This is an optimization exercise on Yosys and OpenROAD, whose aim is small area, a short achievable clock period and few clock cycles per item, not a production implementation.
RTL that was checked went through simulation tests only; none was proved equivalent to the original.

==> inputs of run Y <==
// ieee754_mul_arb
module ieee754_mul_arb (
  input  logic        clk,
  input  logic        rst_n,
  input  logic        req0_valid,
  input  logic [31:0] req0_a,
  input  logic [31:0] req0_b,
  output logic        req0_ready,
  input  logic        req1_valid,
  input  logic [31:0] req1_a,
  input  logic [31:0] req1_b,
  output logic        req1_ready,
  output logic        rsp_valid,
  input  logic        rsp_ready,
  output logic        rsp_id,
  output logic [31:0] rsp_s,
  output logic        rsp_ovf,
  output logic        rsp_unf
);
  logic       turn_q, rdy0_q, rdy1_q;
  logic       v1_q, v2_q;
  logic [1:0] cnt_q;           
  logic       vld_q;           
  logic acc, push_ok, en2, en1, push, pop;
  logic v1_d, v2_d;
  logic [1:0] cnt_d;
  logic rdy_d, turn_d;
  assign acc     = (req0_valid & rdy0_q) | (req1_valid & rdy1_q);
  assign pop     = vld_q & rsp_ready;
  assign push_ok = (cnt_q != 2'd2);
  assign en2     = ~v2_q | push_ok;
  assign push    = v2_q & push_ok;
  assign en1     = ~v1_q | en2;
  always_comb begin
    v1_d   = en1 ? acc : v1_q;
    v2_d   = en2 ? v1_q : v2_q;
    cnt_d  = cnt_q + {1'b0, push} - {1'b0, pop};
    rdy_d  = ~(v1_d & v2_d & (cnt_d == 2'd2));
    turn_d = turn_q ^ (rdy0_q | rdy1_q);
  end
  always_ff @(posedge clk or negedge rst_n) begin
    if (!rst_n) begin
      turn_q <= 1'b0;
      rdy0_q <= 1'b0;
      rdy1_q <= 1'b0;
  ...
export LEC_CHECK = 0
export CAP_MARGIN = 20
export CORE_MARGIN = 2
export CORE_UTILIZATION = 55
export PLACE_DENSITY = 0.72
export SLEW_MARGIN = 20
export SYNTH_HIERARCHICAL = 1
create_clock -name core_clock -period 10.5 [get_ports {clk}]
standard.sh (not shown) runs the stock make flow with config.mk's settings and CLKGATE_MAP_FILE= SYNTH_SCRIPT=/design/flow/synth_recipe.tcl, a recipe that flattens the netlist after the stock synthesis.
==> flow/flow/run.sh <==
#!/bin/bash
# The standard layout (standard.sh) with changes to how it is made, not to what it must meet
# (the clock and constraints are the design's):
#  - timing repair aims at a setup slack of SETUP_SLACK_MARGIN ns instead of the default;
#  - the buffers that every port gets are buf_2 cells instead of the default delay buffers;
#  - clock tree synthesis builds the tree from clkbuf_8 cells (clkbuf_16 at the root) and adds
#    no dummy loads.
# standard.sh's output goes to standard.log here; each ORFS step logs to orfs/logs/.
set -euo pipefail
export SETUP_SLACK_MARGIN=7.0
export BUFFER_PORTS_ARGS="-buffer_cell sky130_fd_sc_hd__buf_2"
export CTS_ARGS="-sink_clustering_enable -repair_clock_nets -dont_use_dummy_load -root_buf sky130_fd_sc_hd__clkbuf_16 -buf_list sky130_fd_sc_hd__clkbuf_8"
bash standard.sh > standard.log 2>&1
==> run M (differences from run Y) <==
--- a/flow/design.v
+++ b/flow/design.v
@@ -63,20 +63,20 @@
   logic v;
   assign v  = sel ? a1 : a0;
   assign s1 = v & ~c2;
   assign s0 = ~v & ~c2;
 endmodule
-module omux3n (
+module omux3 (
   input  logic a,
   input  logic b,
-  input  logic cn,
+  input  logic c,
   input  logic sa,
   input  logic sb,
   input  logic sc,
-  output logic yn
+  output logic y
 );
-  assign yn = ~((sa & a) | (sb & b) | (sc & ~cn));
+  assign y = (sa & a) | (sb & b) | (sc & c);
 endmodule
 module mul_tree (
   input  logic [23:0] ma,
   input  logic [11:0] bneg,
   input  logic [11:0] bone,
@@ -1998,11 +1998,11 @@
     ovf_1 = ~spec_q & ovf1;
     ovf_0 = ~spec_q & ovf0;
     unf_1 = ~spec_q & unf1 & ~ovf1;
     unf_0 = ~spec_q & unf0 & ~ovf0;
   end
-  logic [34:0] outn_q, skn_q, qn_d;
+  logic [34:0] out_q, sk_q, q_d;
   logic        c2, i1, i0, out_en, sk_en;
   assign c2     = (cnt_q == 2'd2);
   logic [3:0] h1g, h0g;
   logic       ovl_u;
   for (genvar q = 0; q < 4; q++) begin : g_hi
@@ -2011,26 +2011,25 @@
   assign ovl_u = sel_l ? t1[22] : t0[22];
   hisel u_inc (.a0(ovl_u), .a1(1'b1), .sel(hi), .c2(c2), .s1(i1), .s0(i0));
   assign out_en = c2 ? pop : push & (cnt_q == 2'd0 || pop);
   assign sk_en  = push & (cnt_q == 2'd1) & ~pop;
   for (genvar j = 0; j < 23; j++) begin : g_fr
-    omux3n u_m (.a(fr_h[j]), .b(fr_l[j]), .cn(skn_q[j]), .sa(h1g[j / 6]), .sb(h0g[j / 6]),
-                .sc(c2), .yn(qn_d[j]));
+    omux3 u_m (.a(fr_h[j]), .b(fr_l[j]), .c(sk_q[j]), .sa(h1g[j / 6]), .sb(h0g[j / 6]), .sc(c2),
+               .y(q_d[j]));
   end
   for (genvar k = 0; k < 8; k++) begin : g_ex
-    omux3n u_m (.a(ex1[k]), .b(ex0[k]), .cn(skn_q[23+k]), .sa(i1), .sb(i0), .sc(c2),
-                .yn(qn_d[23+k]));
+    omux3 u_m (.a(ex1[k]), .b(ex0[k]), .c(sk_q[23+k]), .sa(i1), .sb(i0), .sc(c2), .y(q_d[23+k]));
   end
-  omux3n u_unf (.a(unf_1), .b(unf_0), .cn(skn_q[32]), .sa(i1), .sb(i0), .sc(c2), .yn(qn_d[32]));
-  omux3n u_ovf (.a(ovf_1), .b(ovf_0), .cn(skn_q[33]), .sa(i1), .sb(i0), .sc(c2), .yn(qn_d[33]));
-  assign qn_d[31] = c2 ? skn_q[31] : ~sgn_q;
-  assign qn_d[34] = c2 ? skn_q[34] : ~id2_q;
+  omux3 u_unf (.a(unf_1), .b(unf_0), .c(sk_q[32]), .sa(i1), .sb(i0), .sc(c2), .y(q_d[32]));
+  omux3 u_ovf (.a(ovf_1), .b(ovf_0), .c(sk_q[33]), .sa(i1), .sb(i0), .sc(c2), .y(q_d[33]));
+  assign q_d[31] = c2 ? sk_q[31] : sgn_q;
+  assign q_d[34] = c2 ? sk_q[34] : id2_q;
   always_ff @(posedge clk) begin
-    if (out_en) outn_q <= qn_d;
-    if (sk_en)  skn_q  <= qn_d;
+    if (out_en) out_q <= q_d;
+    if (sk_en)  sk_q  <= q_d;
   end
   assign rsp_valid = vld_q;
-  assign rsp_id    = ~outn_q[34];
-  assign rsp_ovf   = ~outn_q[33];
-  assign rsp_unf   = ~outn_q[32];
-  assign rsp_s     = ~outn_q[31:0];
+  assign rsp_id    = out_q[34];
+  assign rsp_ovf   = out_q[33];
+  assign rsp_unf   = out_q[32];
+  assign rsp_s     = out_q[31:0];
 endmodule
==> run C (differences from run Y) <==
--- a/flow/design.v
+++ b/flow/design.v
@@ -63,20 +63,20 @@
   logic v;
   assign v  = sel ? a1 : a0;
   assign s1 = v & ~c2;
   assign s0 = ~v & ~c2;
 endmodule
-module omux3n (
+module omux3 (
   input  logic a,
   input  logic b,
-  input  logic cn,
+  input  logic c,
   input  logic sa,
   input  logic sb,
   input  logic sc,
-  output logic yn
+  output logic y
 );
-  assign yn = ~((sa & a) | (sb & b) | (sc & ~cn));
+  assign y = (sa & a) | (sb & b) | (sc & c);
 endmodule
 module mul_tree (
   input  logic [23:0] ma,
   input  logic [11:0] bneg,
   input  logic [11:0] bone,
@@ -1998,11 +1998,11 @@
     ovf_1 = ~spec_q & ovf1;
     ovf_0 = ~spec_q & ovf0;
     unf_1 = ~spec_q & unf1 & ~ovf1;
     unf_0 = ~spec_q & unf0 & ~ovf0;
   end
-  logic [34:0] outn_q, skn_q, qn_d;
+  logic [34:0] out_q, sk_q, q_d;
   logic        c2, i1, i0, out_en, sk_en;
   assign c2     = (cnt_q == 2'd2);
   logic [3:0] h1g, h0g;
   logic       ovl_u;
   for (genvar q = 0; q < 4; q++) begin : g_hi
@@ -2011,26 +2011,25 @@
   assign ovl_u = sel_l ? t1[22] : t0[22];
   hisel u_inc (.a0(ovl_u), .a1(1'b1), .sel(hi), .c2(c2), .s1(i1), .s0(i0));
   assign out_en = c2 ? pop : push & (cnt_q == 2'd0 || pop);
   assign sk_en  = push & (cnt_q == 2'd1) & ~pop;
   for (genvar j = 0; j < 23; j++) begin : g_fr
-    omux3n u_m (.a(fr_h[j]), .b(fr_l[j]), .cn(skn_q[j]), .sa(h1g[j / 6]), .sb(h0g[j / 6]),
-                .sc(c2), .yn(qn_d[j]));
+    omux3 u_m (.a(fr_h[j]), .b(fr_l[j]), .c(sk_q[j]), .sa(h1g[j / 6]), .sb(h0g[j / 6]), .sc(c2),
+               .y(q_d[j]));
   end
   for (genvar k = 0; k < 8; k++) begin : g_ex
-    omux3n u_m (.a(ex1[k]), .b(ex0[k]), .cn(skn_q[23+k]), .sa(i1), .sb(i0), .sc(c2),
-                .yn(qn_d[23+k]));
+    omux3 u_m (.a(ex1[k]), .b(ex0[k]), .c(sk_q[23+k]), .sa(i1), .sb(i0), .sc(c2), .y(q_d[23+k]));
   end
-  omux3n u_unf (.a(unf_1), .b(unf_0), .cn(skn_q[32]), .sa(i1), .sb(i0), .sc(c2), .yn(qn_d[32]));
-  omux3n u_ovf (.a(ovf_1), .b(ovf_0), .cn(skn_q[33]), .sa(i1), .sb(i0), .sc(c2), .yn(qn_d[33]));
-  assign qn_d[31] = c2 ? skn_q[31] : ~sgn_q;
-  assign qn_d[34] = c2 ? skn_q[34] : ~id2_q;
+  omux3 u_unf (.a(unf_1), .b(unf_0), .c(sk_q[32]), .sa(i1), .sb(i0), .sc(c2), .y(q_d[32]));
+  omux3 u_ovf (.a(ovf_1), .b(ovf_0), .c(sk_q[33]), .sa(i1), .sb(i0), .sc(c2), .y(q_d[33]));
+  assign q_d[31] = c2 ? sk_q[31] : sgn_q;
+  assign q_d[34] = c2 ? sk_q[34] : id2_q;
   always_ff @(posedge clk) begin
-    if (out_en) outn_q <= qn_d;
-    if (sk_en)  skn_q  <= qn_d;
+    if (out_en) out_q <= q_d;
+    if (sk_en)  sk_q  <= q_d;
   end
   assign rsp_valid = vld_q;
-  assign rsp_id    = ~outn_q[34];
-  assign rsp_ovf   = ~outn_q[33];
-  assign rsp_unf   = ~outn_q[32];
-  assign rsp_s     = ~outn_q[31:0];
+  assign rsp_id    = out_q[34];
+  assign rsp_ovf   = out_q[33];
+  assign rsp_unf   = out_q[32];
+  assign rsp_s     = out_q[31:0];
 endmodule
--- a/flow/flow/run.sh
+++ b/flow/flow/run.sh
@@ -5,9 +5,9 @@
 #  - the buffers that every port gets are buf_2 cells instead of the default delay buffers;
 #  - clock tree synthesis builds the tree from clkbuf_8 cells (clkbuf_16 at the root) and adds
 #    no dummy loads.
 # standard.sh's output goes to standard.log here; each ORFS step logs to orfs/logs/.
 set -euo pipefail
-export SETUP_SLACK_MARGIN=7.0
+export SETUP_SLACK_MARGIN=6.95
 export BUFFER_PORTS_ARGS="-buffer_cell sky130_fd_sc_hd__buf_2"
 export CTS_ARGS="-sink_clustering_enable -repair_clock_nets -dont_use_dummy_load -root_buf sky130_fd_sc_hd__clkbuf_16 -buf_list sky130_fd_sc_hd__clkbuf_8"
 bash standard.sh > standard.log 2>&1
==> comparison <==
Run M completed without violations. Run Y finished with timing, DRC and antenna clean. Run C completed with no timing, DRC or antenna violations.
Against run Y, the clock-buffer cell count of run M is lower by 3.
Final area: run C is lower than run M (0.41%).
In die area, run M and run Y hardly differ.
Cell count, lowest first: run C, run M, run Y.
In hold slack, run M and run C hardly differ.
The highest global-route usage belongs to run Y, the lowest to run C.
Register-to-register slack: run Y is lower than run C (0.08 ns).
==> figures <==
                                                         run Y         run C         run M
Outcome                               timing/DRC/antenna clean  timing/DRC/antenna clean  timing/DRC/antenna clean
Cells after synthesis                                    2,792         2,753         2,753
Routing usage on met3                                   0.0534        0.0585        0.0584
First-pass GRT wire length                          117,000 um    116,000 um    116,000 um
Met1 layer wirelength in the final routing           30,300 um     30,300 um     30,500 um
Estimated wirelength of the detail-placed design     50,000 um     48,600 um     48,600 um
Summed instance area of the synthesized netlist   0.0280 sq mm  0.0279 sq mm  0.0279 sq mm
Wirelength, routed                                   75,300 um     74,300 um     74,600 um
Unrepaired setup endpoints after global routing             no           yes            no
Multi-input logic cell count                             2,132         2,125         2,125
Worst-path maximum fanout                                   30            27            28
Worst hold slack after final layout                   0.424 ns      0.407 ns      0.407 ns
Nonclk inv count                                           134            99            99
Tmin final                                             3.48 ns       3.40 ns       3.39 ns
Testbench counts of run M, summed over its fixed seeds: cycles 4,120, items 4,096.
Testbench counts of run C, summed over its fixed seeds: cycles 4,120, items 4,096.
The RTL of run Y was laid out without a check of its function.

==> inputs of run a <==
Another version of the RTL of ieee754_mul_arb (not shown whole).
clock: 10.5 ns
lec_check: 0
cap_margin: 20
core_margin: 2
core_utilization: 55
slew_margin: 20
synth_hierarchical: 1
==> flow/flow/run.sh <==
#!/bin/bash
# The standard layout (standard.sh) with two changes to how it is made, not to what it must
# meet (the clock and constraints are the design's):
#  - timing repair aims at a setup slack of SETUP_SLACK_MARGIN ns instead of the default;
#  - the buffers that every port gets are buf_2 cells instead of the default delay buffers.
# standard.sh's output (make and every tool it runs) goes to standard.log here.
set -euo pipefail
export SETUP_SLACK_MARGIN=6.9
export BUFFER_PORTS_ARGS="-buffer_cell sky130_fd_sc_hd__buf_2"
bash standard.sh > standard.log 2>&1
==> inputs of run b, as changes to run a <==
--- a/flow/flow/run.sh
+++ b/flow/flow/run.sh
@@ -6,5 +6,5 @@
 # standard.sh's output (make and every tool it runs) goes to standard.log here.
 set -euo pipefail
-export SETUP_SLACK_MARGIN=6.9
+export SETUP_SLACK_MARGIN=7.0
 export BUFFER_PORTS_ARGS="-buffer_cell sky130_fd_sc_hd__buf_2"
 bash standard.sh > standard.log 2>&1
==> inputs of run c, as changes to run a <==
--- a/flow/flow/run.sh
+++ b/flow/flow/run.sh
@@ -6,5 +6,5 @@
 # standard.sh's output (make and every tool it runs) goes to standard.log here.
 set -euo pipefail
-export SETUP_SLACK_MARGIN=6.9
+export SETUP_SLACK_MARGIN=7.2
 export BUFFER_PORTS_ARGS="-buffer_cell sky130_fd_sc_hd__buf_2"
 bash standard.sh > standard.log 2>&1
==> summary.txt <==
Run a finished clean. Run b ran to the end with no violations. Run c finished with timing, DRC and antenna clean.
Via count, highest first: run c, run a, run b.
The highest worst setup slack belongs to run c, the lowest to run a.
Of run a and run c, run c has the higher non-clock buffer count (gap 89).
Final area, lowest first: run a, run b, run c.
Clock-buffer cell count, lowest first: run c, run b, run a.
Against run c, the final cell count of run a is lower by about 2.1%.
Sequential share of layout area, lowest first: run c, run b, run a.
Function was not checked in any run of this note: the RTL went through the layout flow alone.

==> 09-27 <==
ieee754_mul_arb, a different RTL version from the one above (not shown whole).
## ieee754_mul_arb
module ieee754_mul_arb (
  input  logic        clk,
  input  logic        rst_n,
  input  logic        req0_valid,
  input  logic [31:0] req0_a,
  input  logic [31:0] req0_b,
  output logic        req0_ready,
  input  logic        req1_valid,
  input  logic [31:0] req1_a,
  input  logic [31:0] req1_b,
  output logic        req1_ready,
  output logic        rsp_valid,
  input  logic        rsp_ready,
  output logic        rsp_id,
  output logic [31:0] rsp_s,
  output logic        rsp_ovf,
  output logic        rsp_unf
);
  logic       turn_q, rdy0_q, rdy1_q;
  logic       v1_q, v2_q;
  logic [1:0] cnt_q;           
  logic acc, push_ok, en2, en1, push, pop;
  logic v1_d, v2_d;
  logic [1:0] cnt_d;
  logic rdy_d, turn_d;
  assign acc     = (req0_valid & rdy0_q) | (req1_valid & rdy1_q);
  assign pop     = (cnt_q != 2'd0) & rsp_ready;
  assign push_ok = (cnt_q != 2'd2);
  assign en2     = ~v2_q | push_ok;
  assign push    = v2_q & push_ok;
  assign en1     = ~v1_q | en2;
  always_comb begin
    v1_d   = en1 ? acc : v1_q;
    v2_d   = en2 ? v1_q : v2_q;
    cnt_d  = cnt_q + {1'b0, push} - {1'b0, pop};
    rdy_d  = ~(v1_d & v2_d & (cnt_d == 2'd2));
    turn_d = turn_q ^ (rdy0_q | rdy1_q);
  end
  always_ff @(posedge clk or negedge rst_n) begin
    if (!rst_n) begin
      turn_q <= 1'b0;
      rdy0_q <= 1'b0;
      rdy1_q <= 1'b0;
      v1_q   <= 1'b0;
      v2_q   <= 1'b0;
      cnt_q  <= 2'd0;
    end else begin
      turn_q <= turn_d;
      rdy0_q <= rdy_d & ~turn_d;
      rdy1_q <= rdy_d & turn_d;
      v1_q   <= v1_d;
      v2_q   <= v2_d;
      cnt_q  <= cnt_d;
    end
  end
  assign req0_ready = rdy0_q;
  assign req1_ready = rdy1_q;
  logic [31:0] a_in, b_in;
  logic [11:0] one_in, two_in;
  logic [31:0] a1_q, b1_q;
  logic [11:0] one1_q, two1_q;
  logic        id1_q;
  assign a_in = turn_q ? req1_a : req0_a;
  assign b_in = turn_q ? req1_b : req0_b;
  always_comb begin
    logic [24:0] mbx;
    mbx = {1'b1, b_in[22:0], 1'b0};    
    for (int i = 0; i < 12; i++) begin
      one_in[i] = mbx[2*i+1] ^ mbx[2*i];
      two_in[i] = (mbx[2*i+2] & ~mbx[2*i+1] & ~mbx[2*i]) | (~mbx[2*i+2] & mbx[2*i+1] & mbx[2*i]);
    end
  end
  always_ff @(posedge clk) begin
    if (en1) begin
      a1_q   <= a_in;
      b1_q   <= b_in;
      one1_q <= one_in;
      two1_q <= two_in;
      id1_q  <= turn_q;
    end
  ...
Settings: LEC_CHECK=0, CAP_MARGIN=20, CORE_MARGIN=2, CORE_UTILIZATION=40, SLEW_MARGIN=20; clock period 10.5 ns.
run.sh (not shown) runs the stock make flow with config.mk's settings and CLKGATE_MAP_FILE= SYNTH_SCRIPT=/design/flow/synth_recipe.tcl, a recipe that flattens the netlist after the stock synthesis.
Stock flow here: none of the scripts above is used.
==> inputs of 07-02, as changes to 09-27 <==
==> flow/flow/run.sh (new file) <==
#!/bin/bash
# The standard layout (standard.sh), with its timing repair aiming at a setup slack of
# SETUP_SLACK_MARGIN ns instead of the default; the clock and constraints are the design's.
set -euo pipefail
export SETUP_SLACK_MARGIN=6.8
bash standard.sh > standard.log 2>&1
==> flow/standard.sh (new file) <==
#!/bin/bash
# synth_recipe.tcl (not shown) runs the flow's synth.tcl, then flattens the netlist and writes it again
# the make line also repeats each setting of config.mk as NAME=value (left out here)
make -C /OpenROAD-flow-scripts/flow DESIGN_CONFIG=/design/flow/config.mk WORK_HOME=/design/flow/orfs CLKGATE_MAP_FILE= SYNTH_SCRIPT=/design/flow/synth_recipe.tcl "${@:-finish}"
CORE_UTILIZATION = 55   (was 40)
removed: flow/run.sh
==> summary.txt <==
Vias in the first global route -> 20,860
Avg WL per Cell -> 24.74 um
Crit-path slowest cell -> fa_1
CP peak stage delay -> 0.62 ns
Core region area -> 47,950 um2
Number of stages on the worst setup path -> 11
Multi-input logic area -> 18,120 um2
Met1 usage -> 0.4403
Grt met3 use -> 0.07890
Post-CTS Setup Inserts -> 58
Area grow syn2layout -> 25.02%
Status -> complete, no violations
[end of results for 07-02]
==> summary.txt <==
Worst hold path type -> reg2reg
Avg WL per Cell -> 22.15 um
Area grow syn2layout -> 14.11%
Top class by area -> multi-input combinational cells
Multi-input logic area -> 16,590 um2
Core region area -> 66,100 um2
Crit-path slowest cell -> edfxtp_1
Most frequent cell after synthesis -> inv_1
Number of stages on the worst setup path -> 10
Status -> complete, no violations
Met1 usage -> 0.2931
Vias in the first global route -> 20,370
CP peak stage delay -> 1.15 ns
FF-to-FF Start -> a1_q[21]$_DFFE_PN_
Post-CTS Setup Inserts -> 0
[end of results for 09-27]
Testbench counts of 09-27, summed over its fixed seeds: cycles 4,120, items 4,096.
Testbench counts of 07-02, summed over its fixed seeds: cycles 4,120, items 4,096.

## static timing again, ports no longer ideal
The results above use ideal ports. As a check the final layouts listed here were re-extracted and re-timed, cells and wires unchanged.
Step 1 (the two cells are an assumption about what drives the block):
set clk [get_ports {clk}]
set_driving_cell -lib_cell sky130_fd_sc_hd__clkbuf_16 $clk
set_driving_cell -lib_cell sky130_fd_sc_hd__buf_2 [delete_from_list [all_inputs] $clk]
Step 2, shift: input delay + t, output delay - t, t = (earliest + latest rising clock arrival at the registers) / 2. This alone moves slack from input paths to output paths.
Slacks: ideal / step 1 / step 2; pairs: ideal / step 1.
| run | t, ns | slack for setup (ns) | worst setup path after step 2 | clock arrival spread, ns |
|---|---|---|---|---|
| run Y of note 1 | 0.561 | 7.022 / 7.022 / 6.675 | input to register | 0.058 / 0.058 |
| run M of note 1 | 0.558 | 7.113 / 7.113 / 6.725 | input to register | 0.058 / 0.058 |
| run C of note 1 | 0.555 | 7.099 / 7.099 / 6.723 | input to register | 0.059 / 0.059 |
| run a of note 2 | 0.665 | 6.895 / 6.895 / 6.703 | input to register | 0.027 / 0.026 |
| run b of note 2 | 0.665 | 6.976 / 6.976 / 6.778 | input to register | 0.021 / 0.020 |
| run c of note 2 | 0.656 | 7.036 / 7.036 / 6.756 | input to register | 0.030 / 0.030 |
| 09-27 | 0.627 | 5.766 / 5.766 / 5.766 | register to register | 0.043 / 0.043 |
| 07-02 | 0.667 | 6.495 / 6.495 / 6.495 | register to register | 0.020 / 0.021 |
After both steps setup and hold are still met in every run listed. For run M of note 1, which loses most, drivers alone change the setup slack by 0.000 ns; drivers and shift together by -0.388 ns.
